From an optimization exercise on the open Yosys and OpenROAD flow, aimed at small area, a short achievable clock period and few clock cycles per item; shortcuts taken in it are not production practice.
In this exercise RTL edits were held to simulation tests only and were not proved equivalent to the original.

==> flow/design.v, too long to show whole: its modules and the start of the top module <==
// module coef_bank: 29 lines
// module harmonic_seq: 18 lines
// module benc: 34 lines
// module bmul: 1197 lines
// module harm_dp: 787 lines
// module err_dp: 1671 lines
// module spectrum_out: 24 lines
// module kalman_top: 109 lines
module kalman_top (
	input  logic                  clk_i,
	input  logic                  harmonics_rst,
	input  logic [22:0]           coef_wr_i,
	input  logic [17:0]           sample_i,
	input  logic                  enable_i,
	input  logic [1:0]            amp_rd_addr_i,
	output logic                  busy_o,
	output logic [17:0]           err_o,
	output logic [17:0]           amp_o
);
  // ...
==> flow/flow/run.sh <==
#!/bin/bash
# The standard synthesis, then fixinv.py removes the inverters that synthesis
# leaves between full-adder cells (by choosing each adder's polarity), then
# the standard layout from the edited netlist, with the timing repair aiming
# at a tighter setup margin on the worst path only.  Each step logs to its
# own file.
set -euo pipefail
R=orfs/results/${FLOW_PLATFORM}/kalman_top/base
LIB=${FLOW_HOME}/platforms/${FLOW_PLATFORM}/lib/sky130_fd_sc_hd__tt_025C_1v80.lib
bash standard.sh synth > synth.log 2>&1
python3 flow/fixinv.py ${R}/1_2_yosys.v ${LIB} > fixinv.log 2>&1
bash standard.sh SETUP_SLACK_MARGIN=8 TNS_END_PERCENT=0 finish > layout.log 2>&1
==> flow/flow/fixinv.py <==
#!/usr/bin/env python3
"""Remove inverters between full-adder cells of a mapped netlist.

A full adder is self-dual: FA(~a, ~b, ~c) = (~sum, ~cout).  Each fa cell may be
flipped (its inputs and outputs read in the complemented sense) without
changing the logic; this chooses flips so that as few signals as possible need
a complemented copy, then rebuilds the netlist with one inverter per signal
that still does.  Registers, ports and every other cell are kept as they are.

usage: fixinv.py NETLIST LIBERTY
"""
import re
import sys
from collections import defaultdict

net_path, lib_path = sys.argv[1], sys.argv[2]
txt = open(net_path).read()

# pin directions from the liberty file
outpins = defaultdict(set)
cell = None
lib = open(lib_path).read()
for m in re.finditer(r'cell\s*\(\s*"?(\w+)"?\s*\)|pin\s*\(\s*"?(\w+)"?\s*\)\s*\{\s*([^{}]*?direction\s*:\s*"?(\w+)"?)', lib):
    if m.group(1):
        cell = m.group(1)
    elif cell and m.group(4) == "output":
        outpins[cell].add(m.group(2))

cell_re = re.compile(r'^(\s*)(sky130_fd_sc_hd__\w+)\s+(\\\S+\s|\S+)\s*\((.*?)\);\n', re.S | re.M)
pin_re = re.compile(r'\.(\w+)\(([^()]*)\)')

cells = []   # [type, name, [(pin, net)], span]
for m in cell_re.finditer(txt):
    pins = [(p, n.strip()) for p, n in pin_re.findall(m.group(4))]
    cells.append([m.group(2), m.group(3), pins, m.span()])

mod_m = re.search(r'module\s+(\S+)\s*\((.*?)\);', txt, re.S)
outports = set()
for m in re.finditer(r'^\s*output\s+(\[[^\]]*\]\s*)?(\S+);', txt, re.M):
    outports.add(m.group(2))

def is_port_net(n):
    base = n.split('[')[0].lstrip('\\').strip()
    return base in outports or n in outports

def is_inv(t):
    return re.match(r'sky130_fd_sc_hd__(clk)?inv_\d+$', t) is not None

def is_fa(t):
    return re.match(r'sky130_fd_sc_hd__fa_\d+$', t) is not None

driver = {}
for i, (t, nm, pins, _) in enumerate(cells):
    for p, n in pins:
        if p in outpins[t]:
            driver[n] = (i, p)

removed = set()
for i, (t, nm, pins, _) in enumerate(cells):
    if is_inv(t):
        y = dict(pins)['Y']
        if not is_port_net(y):
            removed.add(i)

memo = {}
def resolve(n):
    """(base net, polarity) of net n, looking through removed inverters."""
    if n in memo:
        return memo[n]
    d = driver.get(n)
    if d is not None and d[0] in removed:
        a = dict(cells[d[0]][2])['A']
        b, p = resolve(a)
        r = (b, p ^ 1)
    else:
        r = (n, 0)
    memo[n] = r
    return r

# sinks: every input pin of a kept cell
sinks = []   # (cell idx, pin, base, pol)
for i, (t, nm, pins, _) in enumerate(cells):
    if i in removed:
        continue
    for p, n in pins:
        if p in outpins[t]:
            continue
        b, pol = resolve(n)
        sinks.append((i, p, b, pol))

fa_ids = [i for i, c in enumerate(cells) if is_fa(c[0]) and i not in removed]
flip = defaultdict(int)
base_driver_fa = {}
for i in fa_ids:
    for p, n in cells[i][2]:
        if p in outpins[cells[i][0]]:
            base_driver_fa[n] = i

sinks_of_base = defaultdict(list)
sinks_of_cell = defaultdict(list)
for k, (i, p, b, pol) in enumerate(sinks):
    sinks_of_base[b].append(k)
    sinks_of_cell[i].append(k)

def r_of(k):
    i, p, b, pol = sinks[k]
    r = pol ^ flip[i] if is_fa(cells[i][0]) else pol
    g = base_driver_fa.get(b)
    if g is not None:
        r ^= flip[g]
    return r

cnt1 = defaultdict(int)
for k in range(len(sinks)):
    if r_of(k):
        cnt1[sinks[k][2]] += 1

def cost_bases(bs):
    return sum(1 for b in bs if cnt1[b] > 0)

start = sum(1 for b in cnt1 if cnt1[b] > 0)
outs_of = {i: [n for p, n in cells[i][2] if p in outpins[cells[i][0]]] for i in fa_ids}
import random
random.seed(1)
passes = 0
best = start
best_flip = dict(flip)
T = 0.6
for passes in range(1, 121):
    order = fa_ids[:]
    random.shuffle(order)
    for i in order:
        ks = set(sinks_of_cell[i])
        for n in outs_of[i]:
            ks.update(sinks_of_base[n])
        bs = {sinks[k][2] for k in ks}
        before = cost_bases(bs)
        for k in ks:
            if r_of(k):
                cnt1[sinks[k][2]] -= 1
        flip[i] ^= 1
        for k in ks:
            if r_of(k):
                cnt1[sinks[k][2]] += 1
        after = cost_bases(bs)
        d = after - before
        if d < 0 or (T > 0 and random.random() < (0.5 if d == 0 else (2.718 ** (-d / T) if T > 0.05 else 0))):
            pass
        else:
            for k in ks:
                if r_of(k):
                    cnt1[sinks[k][2]] -= 1
            flip[i] ^= 1
            for k in ks:
                if r_of(k):
                    cnt1[sinks[k][2]] += 1
    cur = sum(1 for b in cnt1 if cnt1[b] > 0)
    if cur < best:
        best = cur
        best_flip = dict(flip)
    T *= 0.95
for i in fa_ids:
    flip[i] = best_flip.get(i, 0)
cnt1 = defaultdict(int)
for k in range(len(sinks)):
    if r_of(k):
        cnt1[sinks[k][2]] += 1
end = sum(1 for b in cnt1 if cnt1[b] > 0)
print(f"inverters: {len(removed)} removed; complemented signals {start} -> {end}; "
      f"{sum(flip.values())} full adders flipped in {passes} passes")

def fmt(n):
    return n + ' ' if n.startswith('\\') else n

# rebuild
newnet = {}
new_cells = []
new_wires = []
conn = defaultdict(dict)
for k, (i, p, b, pol) in enumerate(sinks):
    if r_of(k):
        if b not in newnet:
            nn = f"fixinv_n{len(newnet)}"
            newnet[b] = nn
            new_wires.append(nn)
            new_cells.append(f"  sky130_fd_sc_hd__inv_1 fixinv_{len(newnet) - 1} (\n    .A({fmt(b)}),\n    .Y({nn})\n  );\n")
        conn[i][p] = newnet[b]
    else:
        conn[i][p] = b

dead_nets = set()
for i in removed:
    dead_nets.add(dict(cells[i][2])['Y'])
used = set()
out = []
pos = 0
for i, (t, nm, pins, (s, e)) in enumerate(cells):
    out.append(txt[pos:s])
    pos = e
    if i in removed:
        continue
    lines = [f"  {t} {nm}("]
    pl = []
    for p, n in pins:
        n2 = conn[i].get(p, n)
        used.add(n2)
        pl.append(f"    .{p}({fmt(n2)})")
    out.append(f"  {t} {nm}(\n" + ",\n".join(pl) + "\n  );\n")
out.append(txt[pos:])
res = "".join(out)
# wire declarations: drop dead single-bit wires, add new ones
def drop_decl(mm):
    n = mm.group(1).strip()
    if n in dead_nets and n not in used:
        return ""
    return mm.group(0)
res = re.sub(r'^\s*wire\s+(\\\S+\s|[^\s\[;]+)\s*;\n', drop_decl, res, flags=re.M)
decl = "".join(f"  wire {w};\n" for w in new_wires)
idx = res.index(";", mod_m.end() - 1) + 1 if False else mod_m.end()
res = res[:idx] + "\n" + decl + res[idx:]
res = res.rstrip()
k = res.rfind("endmodule")
res = res[:k] + "".join(new_cells) + res[k:] + "\n"
open(net_path, "w").write(res)
==> flow/standard.sh <==
#!/bin/bash
# synth_recipe.tcl (not shown) runs the flow's synth.tcl, then flattens the netlist and writes it again
# the make line also repeats each setting of config.mk as NAME=value (left out here)
make -C /OpenROAD-flow-scripts/flow DESIGN_CONFIG=/design/flow/config.mk WORK_HOME=/design/flow/orfs CLKGATE_MAP_FILE= SYNTH_SCRIPT=/design/flow/synth_recipe.tcl "${@:-finish}"
==> flow/config.mk <==
export PLATFORM = sky130hd
export DESIGN_NAME = kalman_top
export DESIGN_NICKNAME = kalman_top
export VERILOG_FILES = /design/flow/design.v
export SDC_FILE = /design/flow/constraint.sdc
export NUM_CORES = 4
export LEC_CHECK = 0
export ABC_AREA = 1
export CAP_MARGIN = 20
export CORE_MARGIN = 2
export CORE_UTILIZATION = 35
export PLACE_DENSITY = 0.5
export SETUP_SLACK_MARGIN = 5
export SLEW_MARGIN = 20
==> flow/constraint.sdc <==
create_clock -name core_clock -period 15.0 [get_ports {clk_i}]
set_input_delay 3.0000 -clock core_clock [delete_from_list [all_inputs] [get_ports {clk_i}]]
set_output_delay 3.0000 -clock core_clock [all_outputs]
set_load 0.01 [all_outputs]
==> run summary, run 1 <==
* Synthesized cell area at roughly 150000 sq um
* Max incr delay on CP at 0.72 ns
* Final net count at 22100
* Ports at between 80 and 90
* Hold Startpoint: u_harmonic_seq.busy_q[17]$_SDFF_PP0_
* Routed Antenna Nets at 0
* Clk tree area frac at 0.0179
* Die X at approximately 670 microns
* R2R depth at 32
* Placed Cells incl. Taps at 23500
* Hold EP: u_harmonic_seq.busy_q[17]$_SDFF_PP0_
* CTS buffer count at 94
* Final Non-Filler Cells at ~25000
* Worst Setup End Kind: flip-flop
* Global route overflow at 0
* Setup tns final at 0 ns
* Port Buffer Count at roughly 80
* Final Core Density at 0.403
* Avg Cell Area, Syn at roughly 8.4 sq um
* Register fraction of the total cell area at 0.0793
* Post-CTS Hold Fix Bufs at 0
* # rows at approximately 240
* Final HPWL from detailed placement at around 510 mm
* Status: complete, no violations
* Fin area at ~180000 sq um
* Initial Utilization at 0.352
* Leading cell type in the layout, fill and taps excluded: xor2_1
* Reg-to-reg setup timing slack at ~6.3 ns
* Placer Congestion at approximately 1.0
* GR peak layer: met2
Testbench counts, summed over its fixed seeds: cycles 2,400, updates 1,200.
==> run 2, diff against run 1 <==
--- a/flow/flow/run.sh
+++ b/flow/flow/run.sh
@@ -2,3 +2,4 @@
 # The standard synthesis, then fixinv.py removes the inverters that synthesis
-# leaves between full-adder cells (by choosing each adder's polarity), then
+# leaves between full-adder cells (by choosing each adder's polarity, and
+# swapping a gate for its complement where all its loads want the inverse), then
 # the standard layout from the edited netlist, with the timing repair aiming
--- a/flow/flow/fixinv.py
+++ b/flow/flow/fixinv.py
@@ -44,2 +44,4 @@
     return base in outports or n in outports
+
+flipped_sink = set()
 
@@ -171,2 +173,50 @@
 
+# complement cell types (same inputs, inverted output): a driver whose every
+# load wants the complement is swapped for its complement type instead.
+areas = {}
+_cur = None
+for m in re.finditer(r'cell\s*\(\s*"?(sky130_fd_sc_hd__\w+)"?\s*\)|\barea\s*:\s*([0-9.]+)', lib):
+    if m.group(1):
+        _cur = m.group(1)
+    elif _cur and _cur not in areas:
+        areas[_cur] = float(m.group(2))
+PAIRS = [("xor2", "xnor2"), ("xor3", "xnor3"), ("nand2", "and2"), ("nand3", "and3"), ("nand4", "and4"),
+         ("nor2", "or2"), ("nor3", "or3"), ("nor4", "or4"), ("nand2b", "and2b"), ("nand3b", "and3b"),
+         ("nand4b", "and4b"), ("nor2b", "or2b"), ("nor3b", "or3b"), ("nor4b", "or4b"),
+         ("mux2i", "mux2"), ("inv", "buf")]
+for a in ["a21", "o21", "a22", "o22", "a211", "o211", "a31", "o31", "a221", "o221", "a2bb2", "o2bb2",
+          "a32", "o32", "a41", "o41", "a311", "o311", "a2111", "o2111", "a21b", "o21b", "a222", "a41"]:
+    PAIRS.append((a + ("oi" if a[0] == "a" else "ai"), a + ("o" if a[0] == "a" else "a")))
+comp = {}
+for x, y in PAIRS:
+    comp[x] = y
+    comp[y] = x
+def smallest(func):
+    c = [(areas[k], k) for k in areas if re.fullmatch(r"sky130_fd_sc_hd__" + func + r"_\d+", k)]
+    return min(c)[1] if c else None
+def out_pin(t):
+    return sorted(outpins[t])[0] if len(outpins[t]) == 1 else None
+
+swapped = {}
+bases_sinks = defaultdict(list)
+for k in range(len(sinks)):
+    bases_sinks[sinks[k][2]].append(k)
+for b, ks in bases_sinks.items():
+    if not ks or not all(r_of(k) for k in ks):
+        continue
+    d = driver.get(b)
+    if d is None or d[0] in removed or is_port_net(b):
+        continue
+    t = cells[d[0]][0]
+    fm = re.fullmatch(r"sky130_fd_sc_hd__(\w+)_\d+", t)
+    if not fm or fm.group(1) not in comp or out_pin(t) is None:
+        continue
+    nt = smallest(comp[fm.group(1)])
+    if nt is None or out_pin(nt) is None:
+        continue
+    swapped[d[0]] = (nt, out_pin(t), out_pin(nt))
+    for k in ks:
+        flipped_sink.add(k)
+print(f"{len(swapped)} drivers swapped for their complement type")
+
 def fmt(n):
@@ -180,3 +230,3 @@
 for k, (i, p, b, pol) in enumerate(sinks):
-    if r_of(k):
+    if r_of(k) and k not in flipped_sink:
         if b not in newnet:
@@ -201,3 +251,5 @@
         continue
-    lines = [f"  {t} {nm}("]
+    opin = None
+    if i in swapped:
+        t, opin, npin = swapped[i]
     pl = []
@@ -205,2 +257,4 @@
         n2 = conn[i].get(p, n)
+        if p == opin:
+            p = npin
         used.add(n2)
==> run 2 against run 1 <==
Via count is 1.9% lower. Final cell count is 3.4% lower. Count of clock-buffer cells in the layout increased by 2. Worst hold slack gained 0.0054 ns. Sequential share of layout area increased by 0.073 points. Register-to-register slack worse by 0.12 ns. Utilization is 0.19 points lower. Synthesized cell count decreased by 3.6%. Area after synthesis decreased by 0.91%. Critical path depth down 5. Final area shrank 1.3%. First-iteration DRC count is 1.2% lower.
==> run summary, run 2 <==
* Ports at 83 (unchanged)
* Final Cycle Share at 0.589
* Die X at 665 microns (-0.46%)
* CTS tree: built
* Vias per cell at roughly 5.8
* Reg-to-reg setup timing slack at 6.17 ns (-0.12 ns)
* Worst Setup End Kind: flip-flop
* Post-CTS Hold Fix Bufs at 0 (unchanged)
* H-tree Lvls at 3
* Largest net degree at the start of global routing at 173
* Fin. max-slew vios at 0
* Ys Warns at 4
* Syn Inst Count at approximately 18000
* Relative max-transition margin at 0.107
* RR Startpoint: ec_q[15]$_SDFFE_PP0P_
* Router iterations before antenna repair at 8
* Routed WL at 677 mm
* Achievable Freq at about 110 MHz
* WP data arrival at between 9 and 10 ns
* Clock-pin slew on the worst setup and hold paths at around 0.060 ns
* Critical Path Most Common Cell: fa_1
* Most frequent cells in the layout: xor2_1, o22ai_1, fa_1
* Die ar. at roughly 440000 sq um
* Final WS setup at slightly above 6 ns
* Slew @ Worst Pin at roughly 1.3 ns
* Clk_skew at between 0.05 and 0.06 ns
* FF/Latch Area at 13900 sq um
* Core area at 435000 sq um
* Place WS at between 4 and 5 ns
* Leading cell type in the layout, fill and taps excluded: xor2_1
* Fill count at 44000
* Slowest-stage cell, CP: fa_2
* Hold path depth at 2
* HP Class: flip-flop to flip-flop
* R2R depth at 27 (-16%)
* Number of global-route vias before repair at roughly 140k
* First-iteration detailed-routing DRC count at between 15000 and 20000
* Share of cells above drive strength 1 at 0.122
* # rows at 242 (-0.41%)
* Synthesized cell area at 153000 sq um (-0.91%)
* Post-route DRC at 0
* Critical path buffers and inverters at 6
* Port Buffer Count at 82 (unchanged)
* Final HPWL from detailed placement at 509 mm (-0.86%)
* Clk sinks at around 690
* Initial antenna violation count at 61
* Critical path class: flip-flop to flip-flop
* Tmin final at between 8 and 9 ns
* Placer Congestion at 0.997 (-0.52%)
* Global route overflow at 0 (unchanged)
* Initial Utilization at 0.352 (about the same)
* Hold Startpoint: u_coef_bank.k2_o[16]$_SDFFE_PP0P_
* Routed wire per std cell at around 29 microns
* WP data required at 15.67 ns
* Number of max-cap violations at 0
* Final net count at 21400 (-3.1%)
* Status: complete, no violations
* Area of the multi-input gates at 132000 sq um
* Critical Path Fanout Max at 19
* Max incr delay on CP at 0.74 ns (+0.02 ns)
* Clk latency of the worst-skew pair at about 0.80 ns
* # setup viols final at 0
* Setup tns final at 0 ns (unchanged)
* Clock Tree Root: clkbuf_16
* Routed Antenna Nets at 0 (unchanged)
* Mapped Nets at around 21000
* Hold EP: u_coef_bank.k2_o[16]$_SDFFE_PP0P_
* Final Hold Vio Count at 0
* Total track usage at 0.300
* Area Overhead vs Synth at 13.9%
* First-pass GRT wire length at 984 mm
* Vert. Die Dim at around 670 microns
* Worst R2R End: ea_q[4]$_SDFFE_PP0P_
* RSZ-0062 raised after global routing: yes
* Startpoint types: flip-flop
* Via Count at between 100k and 150k
* Avg Cell Area, Syn at 8.67 sq um (+2.8%)
* Maximum root-to-sink buffer count at 3
* Cell family with most CP delay: adder cells
* CTS buffer count at 93 (-1.1%)
[run 2: timing repair]
item / in CTS / in global routing
gates resized for setup: 548 / 248
setup endpoints to repair: 367 / 362
hold endpoints to repair: 0 / 0
gates cloned: 5 / 3
buffers inserted: 551 / 153
pin swaps: 163 / 137
[run 2: cell type report]
class / count / share of cell area
multi-input combinational: 14200 / 0.757
sequential: 689 / 0.0800
timing repair buffer: 1310 / 0.0661
tap: 5734 / 0.0412
inverter: 1555 / 0.0360
clock buffer: 127 / 0.0150
clock inverter: 43 / 0.00402
antenna: 44 / 0.000632
timing repair inverter: 3 / 0.000101
[run 2: worst max path at each step]
stage          slack, ns                                  from  depth (start not counted)               endpoint
2_1_floorplan       6.86                  ec_q[3]$_SDFFE_PP0P_                         34  ea_q[31]$_SDFFE_PP0P_
3_3_place_gp        3.68  u_harmonic_seq.busy_q[10]$_SDFF_PP0_                         31   ec_q[9]$_SDFFE_PP0P_
3_5_place_dp        4.18  u_harmonic_seq.busy_q[10]$_SDFF_PP0_                         30  ea_q[44]$_SDFFE_PP0P_
4_1_cts             6.16                  ec_q[1]$_SDFFE_PP0P_                         34  ec_q[13]$_SDFFE_PP0P_
5_1_grt             6.01   u_harmonic_seq.busy_q[5]$_SDFF_PP0_                         31  ec_q[13]$_SDFFE_PP0P_
6_report            6.17                 ec_q[15]$_SDFFE_PP0P_                         27   ea_q[4]$_SDFFE_PP0P_
[run 2: worst reg2reg max path, delay by kind of cell (launching register included)]
family | cells | cell delay (ns)
adders and majority gates | 11 | 5.38
buffers and inverters | 6 | 1.64
AOI/OAI and AO/OA | 4 | 0.63
and+or+nand+nor | 5 | 0.55
DFF | 1 | 0.35
xor gates and xnor gates | 1 | 0.19
[run 2: metal layers]
layer	wire (microns)	track usage	up-vias
met5	380	0	-
met4	43500	0.160	42
met3	62800	0.0614	1468
met2	293000	0.454	7033
met1	277000	0.402	69300
li1	-	-	60300
[run 2: through the flow]
| step | hold slack, ns | std cells | util | instance area (sq um) |
|---|---|---|---|---|
| detailed placement | 0.411 | 22800 | 0.372 | 162000 |
| global route | 0.466 | 23600 | 0.401 | 174000 |
| floorplan | 0.424 | 17600 | - | 155000 |
| finish | 0.446 | 23700 | 0.401 | 174000 |
| global placement | 0.402 | 22800 | 0.372 | 162000 |
| CTS | 0.442 | 23500 | 0.395 | 172000 |
==> run 3, diff against run 2 <==
--- a/flow/config.mk
+++ b/flow/config.mk
@@ -8,3 +8,3 @@
 export ABC_AREA = 1
-export CAP_MARGIN = 20
+export CAP_MARGIN = 10
 export CORE_MARGIN = 2
@@ -13,2 +13,2 @@
 export SETUP_SLACK_MARGIN = 5
-export SLEW_MARGIN = 20
+export SLEW_MARGIN = 10
==> run 3 against run 2 <==
Sequential share of layout area about the same. Utilization up 0.23 points. Critical path depth up 1.
==> run summary, run 3 <==
* Router iterations before antenna repair at 14 (+6)
* Slew @ Worst Pin at 1.31 ns (-0.0182 ns)
* Largest net degree at the start of global routing at 173 (unchanged)
* Total track usage at 0.301 (+0.00147)
* Fin. max-slew vios at 0 (unchanged)
* Mapped Nets at 21200 (unchanged)
* Number of global-route vias before repair at 137000 (+0.33%)
* Clock-pin slew on the worst setup and hold paths at 0.06 ns (about the same)
* Place WS at 3.63 ns (-0.556 ns)
* Leading cell type in the layout, fill and taps excluded: xor2_1
* Startpoint types: flip-flop
* Critical path class: flip-flop to flip-flop
* First-iteration detailed-routing DRC count at 16200 (+4.1%)
* Final net count at 21500 (+0.21%)
* Ports at 83 (unchanged)
* Vias per cell at 5.82 (-0.12%)
* Final HPWL from detailed placement at 508 mm (about the same)
* R2R depth at 28 (+3.7%)
* Clk latency of the worst-skew pair at 0.80 ns (about the same)
* Routed wire per std cell at 28.6 microns (+0.12%)
* Clock Tree Root: clkbuf_16
* Tmin final at 8.78 ns (-0.0507 ns)
* Final Cycle Share at 0.586 (-0.00338)
* Ys Warns at 4 (unchanged)
* Slowest-stage cell, CP: fa_2
* CTS tree: built
* Die ar. at 442000 sq um (unchanged)
* Global route overflow at 0 (unchanged)
* Avg Cell Area, Syn at 8.67 sq um (unchanged)
* Placer Congestion at 0.997 (unchanged)
* First-pass GRT wire length at 989 mm (+0.46%)
* Number of max-cap violations at 0 (unchanged)
* Final Hold Vio Count at 0 (unchanged)
* Routed WL at 679 mm (+0.30%)
* Clk sinks at 689 (unchanged)
* HP Class: flip-flop to flip-flop
* # setup viols final at 0 (unchanged)
* Post-route DRC at 0 (unchanged)
* Initial Utilization at 0.352 (unchanged)
* Relative max-transition margin at 0.120 (+0.0123)
* Post-CTS Hold Fix Bufs at 0 (unchanged)
* Die X at 665 microns (unchanged)
* WP data arrival at 9.46 ns (-0.04 ns)
* Routed Antenna Nets at 0 (unchanged)
* Initial antenna violation count at 55 (-9.8%)
* Hold path depth at 2 (unchanged)
* Core area at 435000 sq um (unchanged)
* Most frequent cells in the layout: xor2_1, o22ai_1, fa_1
* Status: complete, no violations
* Fill count at 43900 (-0.19%)
* Synthesized cell area at 153000 sq um (unchanged)
* Worst Setup End Kind: flip-flop
* Hold_ws at 0.446 ns (+0.000346 ns)
* WP data required at 15.68 ns (about the same)
* Via Count at 138000 (+0.059%)
* Max incr delay on CP at 0.72 ns (-0.02 ns)
* RSZ-0062 raised after global routing: yes
* Setup tns final at 0 ns (unchanged)
* Syn Inst Count at 17600 (unchanged)
* Area Overhead vs Synth at 14.6%
* Maximum root-to-sink buffer count at 3 (unchanged)
* Share of cells above drive strength 1 at 0.127 (+0.00542)
* Clk_skew at 0.0372 ns (-0.0188 ns)
* Achievable Freq at 114 MHz (+0.58%)
* Final WS setup at 6.22 ns (+0.0507 ns)
* H-tree Lvls at 3 (unchanged)
* CTS buffer count at 94 (+1.1%)
* # rows at 242 (unchanged)
* Port Buffer Count at 82 (unchanged)
* Vert. Die Dim at 665 microns (unchanged)
* Critical Path Fanout Max at 7 (-12)
* Critical Path Most Common Cell: fa_1
==> run 3: cell count changes in the layout (fill, tap and decap cells not counted), moves of 6 or more <==
cell / change
buf_12: +23
buf_4: +20
fa_1: -13
fa_2: +13
o22ai_2: +11
o22ai_1: -9
clkbuf_1: -8
dfxtp_1: -7
dfxtp_2: +6
inv_1: -6
==> run 3: area by class of cell <==
type / count / area (sq um) / area share
diodes: 39 / 97.6 / 0.000557
multi-input cells: 14200 / 132000 / 0.754
clock buffers: 122 / 2630 / 0.0150
well taps: 5734 / 7170 / 0.0409
flip-flops and latches: 689 / 13900 / 0.0796
clock inverters: 51 / 855 / 0.00488
repair inverters: 3 / 17.5 / 0.000100
inverters: 1555 / 6300 / 0.0359
repair buffers: 1353 / 12100 / 0.0691
==> run 3: final timing paths <==
kind | endpoint | slack (ns) | start
worst min-delay path | u_coef_bank.k2_o[16]$_SDFFE_PP0P_ | 0.45 | u_coef_bank.k2_o[16]$_SDFFE_PP0P_
worst max-delay path | ea_q[4]$_SDFFE_PP0P_ | 6.22 | ec_q[1]$_SDFFE_PP0P_
worst min register to register | u_coef_bank.k2_o[16]$_SDFFE_PP0P_ | 0.45 | u_coef_bank.k2_o[16]$_SDFFE_PP0P_
worst max register to register | ea_q[4]$_SDFFE_PP0P_ | 6.22 | ec_q[1]$_SDFFE_PP0P_
==> run 3: through the flow <==
stage | std cells | cell area (sq um) | utilization
after floorplan | 17600 | 155000 | -
after global placement | 22800 | 162000 | 0.372
after detailed placement | 22800 | 162000 | 0.372
after CTS | 23700 | 175000 | 0.401
after global routing | 23700 | 175000 | 0.403
final | 23700 | 175000 | 0.403
==> run 3: repair_timing <==
item / 4_1_cts / 5_1_grt
buffers inserted: 710 / 36
pin swaps: 260 / 59
setup endpoints to repair: 367 / 359
endpoints found under the hold margin: 0 / 0
resized for setup: 795 / 76
cloned: 8 / 2
==> run 3: worst max-delay path: cells and delay by family, from the launching register on <==
family	cells	cell delay (ns)
xor gates and xnor gates	1	0.20
AOI/OAI and AO/OA	4	0.72
DFF	1	0.33
buffers and inverters	6	1.39
adders and majority gates	11	5.29
and+or+nand+nor	6	0.71
==> run 3: routing by layer <==
layer | part of all wire | wire length, microns | vias to the layer above | global-route usage
li1 | - | - | 60400 | -
met1 | 0.41 | 275000 | 69200 | 0.405
met2 | 0.43 | 294000 | 7200 | 0.454
met3 | 0.096 | 65100 | 1412 | 0.0602
met4 | 0.066 | 44900 | 26 | 0.166
met5 | 0.00061 | 414 | - | 0
==> run 4, diff against run 3 <==
--- a/flow/flow/fixinv.py
+++ b/flow/flow/fixinv.py
@@ -47,2 +47,6 @@
 
+def areas_guess(t):
+    m = re.search(r'_(\d+)$', t)
+    return int(m.group(1)) if m else 0
+
 def is_inv(t):
@@ -65,2 +69,12 @@
             removed.add(i)
+
+# drive strength of the inverter synthesis had put on each signal, kept when
+# the inverter has to be put back
+inv_type = {}
+for i in removed:
+    a = dict(cells[i][2])['A']
+    if driver.get(a) is None or driver[a][0] not in removed:
+        t = cells[i][0]
+        if a not in inv_type or areas_guess(t) > areas_guess(inv_type[a]):
+            inv_type[a] = t
 
@@ -235,3 +249,4 @@
             new_wires.append(nn)
-            new_cells.append(f"  sky130_fd_sc_hd__inv_1 fixinv_{len(newnet) - 1} (\n    .A({fmt(b)}),\n    .Y({nn})\n  );\n")
+            it = inv_type.get(b, "sky130_fd_sc_hd__inv_1")
+            new_cells.append(f"  {it} fixinv_{len(newnet) - 1} (\n    .A({fmt(b)}),\n    .Y({nn})\n  );\n")
         conn[i][p] = newnet[b]
--- a/flow/config.mk
+++ b/flow/config.mk
@@ -8,3 +8,3 @@
 export ABC_AREA = 1
-export CAP_MARGIN = 10
+export CAP_MARGIN = 20
 export CORE_MARGIN = 2
@@ -13,2 +13,2 @@
 export SETUP_SLACK_MARGIN = 5
-export SLEW_MARGIN = 10
+export SLEW_MARGIN = 20
==> run 4 against run 3 <==
Still clean on timing, DRC and antenna. Fmax decreased by 2.2%. Utilization fell by 0.79 points. Sequential cell count unchanged. Count of clock-buffer cells in the layout rose by 2. Final cell count is 0.95% lower. Final area shrank 2.0%. Wire length up 2.7%. Worst setup slack worse by 0.20 ns. Largest cell class unchanged.
==> run summary, run 4 <==
* Routed Antenna Nets at 0 (unchanged)
* Placer Congestion at 1.05 (+4.9%)
* Routed WL at 697 mm (+2.7%)
* Global route overflow at 0 (unchanged)
* Routed wire per std cell at 29.7 microns (+3.6%)
* Number of max-cap violations at 0 (unchanged)
* Status: complete, no violations
* Dpl cell area at 162000 sq um (about the same)
* Avg Cell Area, Syn at 8.67 sq um (about the same)
* Clk latency of the worst-skew pair at 0.79 ns (about the same)
* HP Class: flip-flop to flip-flop
* Fin area at 172000 sq um (-2.0%)
* Synthesized cell area at 153000 sq um (about the same)
* Final Hold Vio Count at 0 (unchanged)
* Area of the multi-input gates at 131000 sq um (-0.52%)
* Vias per cell at 5.93 (+1.7%)
* Post-CTS Hold Fix Bufs at 0 (unchanged)
* First-iteration detailed-routing DRC count at 16700 (+2.9%)
* Die X at 665 microns (about the same)
* RSZ-0062 raised after global routing: yes
* Slowest-stage cell, CP: inv_1
* H-tree Lvls at 3 (unchanged)
* WP data required at 15.68 ns (about the same)
* Maximum root-to-sink buffer count at 3 (unchanged)
* # rows at 242 (unchanged)
* Syn Inst Count at 17600 (unchanged)
* Most frequent cells in the layout: xor2_1, o22ai_1, fa_1
* Mapped Nets at 21200 (unchanged)
* Startpoint types: flip-flop
* Hold_ws at 0.417 ns (-0.0294 ns)
* Fin. max-slew vios at 0 (unchanged)
* Port Buffer Count at 82 (unchanged)
* Via Count at 139000 (+0.76%)
* Largest net degree at the start of global routing at 82 (-53%)
* Final WS setup at 6.02 ns (-0.199 ns)
* Total track usage at 0.310 (+0.00853)
* Critical path class: flip-flop to flip-flop
* Fill count at 44300 (+0.87%)
* Max incr delay on CP at 0.67 ns (-0.05 ns)
* Final net count at 21200 (-1.0%)
* Setup tns final at 0 ns (unchanged)
* Initial antenna violation count at 60 (+9.1%)
* # setup viols final at 0 (unchanged)
* Post-route DRC at 0 (unchanged)
* WP data arrival at 9.67 ns (+0.21 ns)
* Clk_skew at 0.105 ns (+0.0675 ns)
* FF/Latch Area at 13900 sq um (-0.22%)
* Relative max-transition margin at 0.120 (-0.000225)
* Final Core Density at 0.395 (-0.00789)
* Leading cell type in the layout, fill and taps excluded: xor2_1
* Router iterations before antenna repair at 9 (-5)
* Number of global-route vias before repair at 137000 (-0.16%)
* Ys Warns at 4 (unchanged)
* CTS buffer count at 89 (-5.3%)
* Clk sinks at 689 (unchanged)
* First-pass GRT wire length at 1010 mm (+2.0%)
* Core area at 435000 sq um (unchanged)
* Worst Setup End Kind: flip-flop
* Share of cells above drive strength 1 at 0.111 (-0.0161)
* Slew @ Worst Pin at 1.31 ns (+0.000334 ns)
* CTS tree: built
* Clock Tree Root: clkbuf_16
* Final Cycle Share at 0.599 (+0.0132)
* Achievable Freq at 111 MHz (-2.2%)
* Clock-pin slew on the worst setup and hold paths at 0.07 ns (about the same)
* Die ar. at 442000 sq um (about the same)
* Initial Utilization at 0.352 (about the same)
* Place WS at 4.27 ns (+0.646 ns)
* Tmin final at 8.98 ns (+0.199 ns)
* Area Overhead vs Synth at 12.3%
* Ports at 83 (unchanged)
* Final HPWL from detailed placement at 535 mm (+5.2%)
* Vert. Die Dim at 665 microns (about the same)
* Critical Path Fanout Max at 17 (+10)
==> run 4: layout make-up <==
| cell class | instances | share of cell area |
|---|---|---|
| well taps | 5734 | 0.0418 |
| repair inverters | 4 | 0.000146 |
| multi-input cells | 14200 | 0.765 |
| flip-flops and latches | 689 | 0.0810 |
| clock buffers | 124 | 0.0148 |
| repair buffers | 1143 | 0.0573 |
| clock inverters | 40 | 0.00295 |
| diodes | 32 | 0.000466 |
| inverters | 1555 | 0.0367 |
==> run 4: per-layer routing <==
layer	GRT usage	part of all wire	wire length, microns	up-vias
met3	0.0796	0.11	75000	1379
met4	0.160	0.061	42200	42
met2	0.452	0.42	294000	7772
met5	0	0.00049	340	-
li1	-	-	-	60000
met1	0.421	0.41	286000	70100
==> run 4: per-stage QoR <==
| stage | std cells |
|---|---|
| 3_5_place_dp | 22800 |
| 6_report | 23500 |
| 2_1_floorplan | 17600 |
| 3_3_place_gp | 22800 |
| 5_1_grt | 23500 |
| 4_1_cts | 23400 |
==> run 4: worst paths after layout <==
check / slack [ns] / end / cells past startpoint / from
worst min-delay path: 0.42 / u_harmonic_seq.busy_q[3]$_SDFF_PP0_ / 1 / u_harmonic_seq.busy_q[3]$_SDFF_PP0_
worst min register to register: 0.42 / u_harmonic_seq.busy_q[3]$_SDFF_PP0_ / 1 / u_harmonic_seq.busy_q[3]$_SDFF_PP0_
worst max register to register: 6.02 / ea_q[23]$_SDFFE_PP0P_ / 28 / ec_q[1]$_SDFFE_PP0P_
worst max-delay path: 6.02 / ea_q[23]$_SDFFE_PP0P_ / 28 / ec_q[1]$_SDFFE_PP0P_
==> run 4: critical path, delay by kind of cell, from the launching register on <==
family	cells	cell delay, ns
AND/OR/NAND/NOR	6	0.98
buffers and inverters	7	1.41
flip-flops	1	0.33
AO/OA/AOI/OAI	2	0.45
XOR/XNOR	1	0.24
adder cells (fa/ha/maj)	12	5.41
==> run 4: what timing repair did <==
item,4_1_cts,5_1_grt
buffers inserted,470,30
resized for setup,619,49
setup endpoints to repair,372,368
cloned,9,0
pin swaps,146,14

[separate check: timing with driven ports]
The results above use ideal ports. As a check the final layouts listed here were re-extracted and re-timed, cells and wires unchanged. Step 1 assumes that a clkbuf_16 drives the clock port and a buf_2 every other input. Step 2 moves the port delays by t, midway between the first and last clock arrival at a register: inputs arrive t later, outputs are due t later. That takes back most of the time a late clock gives input paths. a / b / c = no drivers / after step 1 / after step 2; a / b = the first two.
run | t, ns | setup WS [ns] | worst register clock-pin slew, ns | worst slew at a driven data input, ns | pins driven straight from the clock port
run 1 | 0.904 | 6.283 / 6.283 / 6.026 | 0.08 / 0.08 | 0.14 | 1
run 2 | 0.864 | 6.166 / 6.166 / 6.157 | 0.08 / 0.08 | 0.16 | 1
run 3 | 0.875 | 6.217 / 6.217 / 6.125 | 0.07 / 0.07 | 0.16 | 1
run 4 | 0.859 | 6.018 / 6.018 / 6.001 | 0.07 / 0.07 | 0.22 | 1
After both steps every run listed still meets setup and hold. For run 1, which loses most, drivers alone change the setup slack by 0.000 ns; drivers and shift together by -0.257 ns.
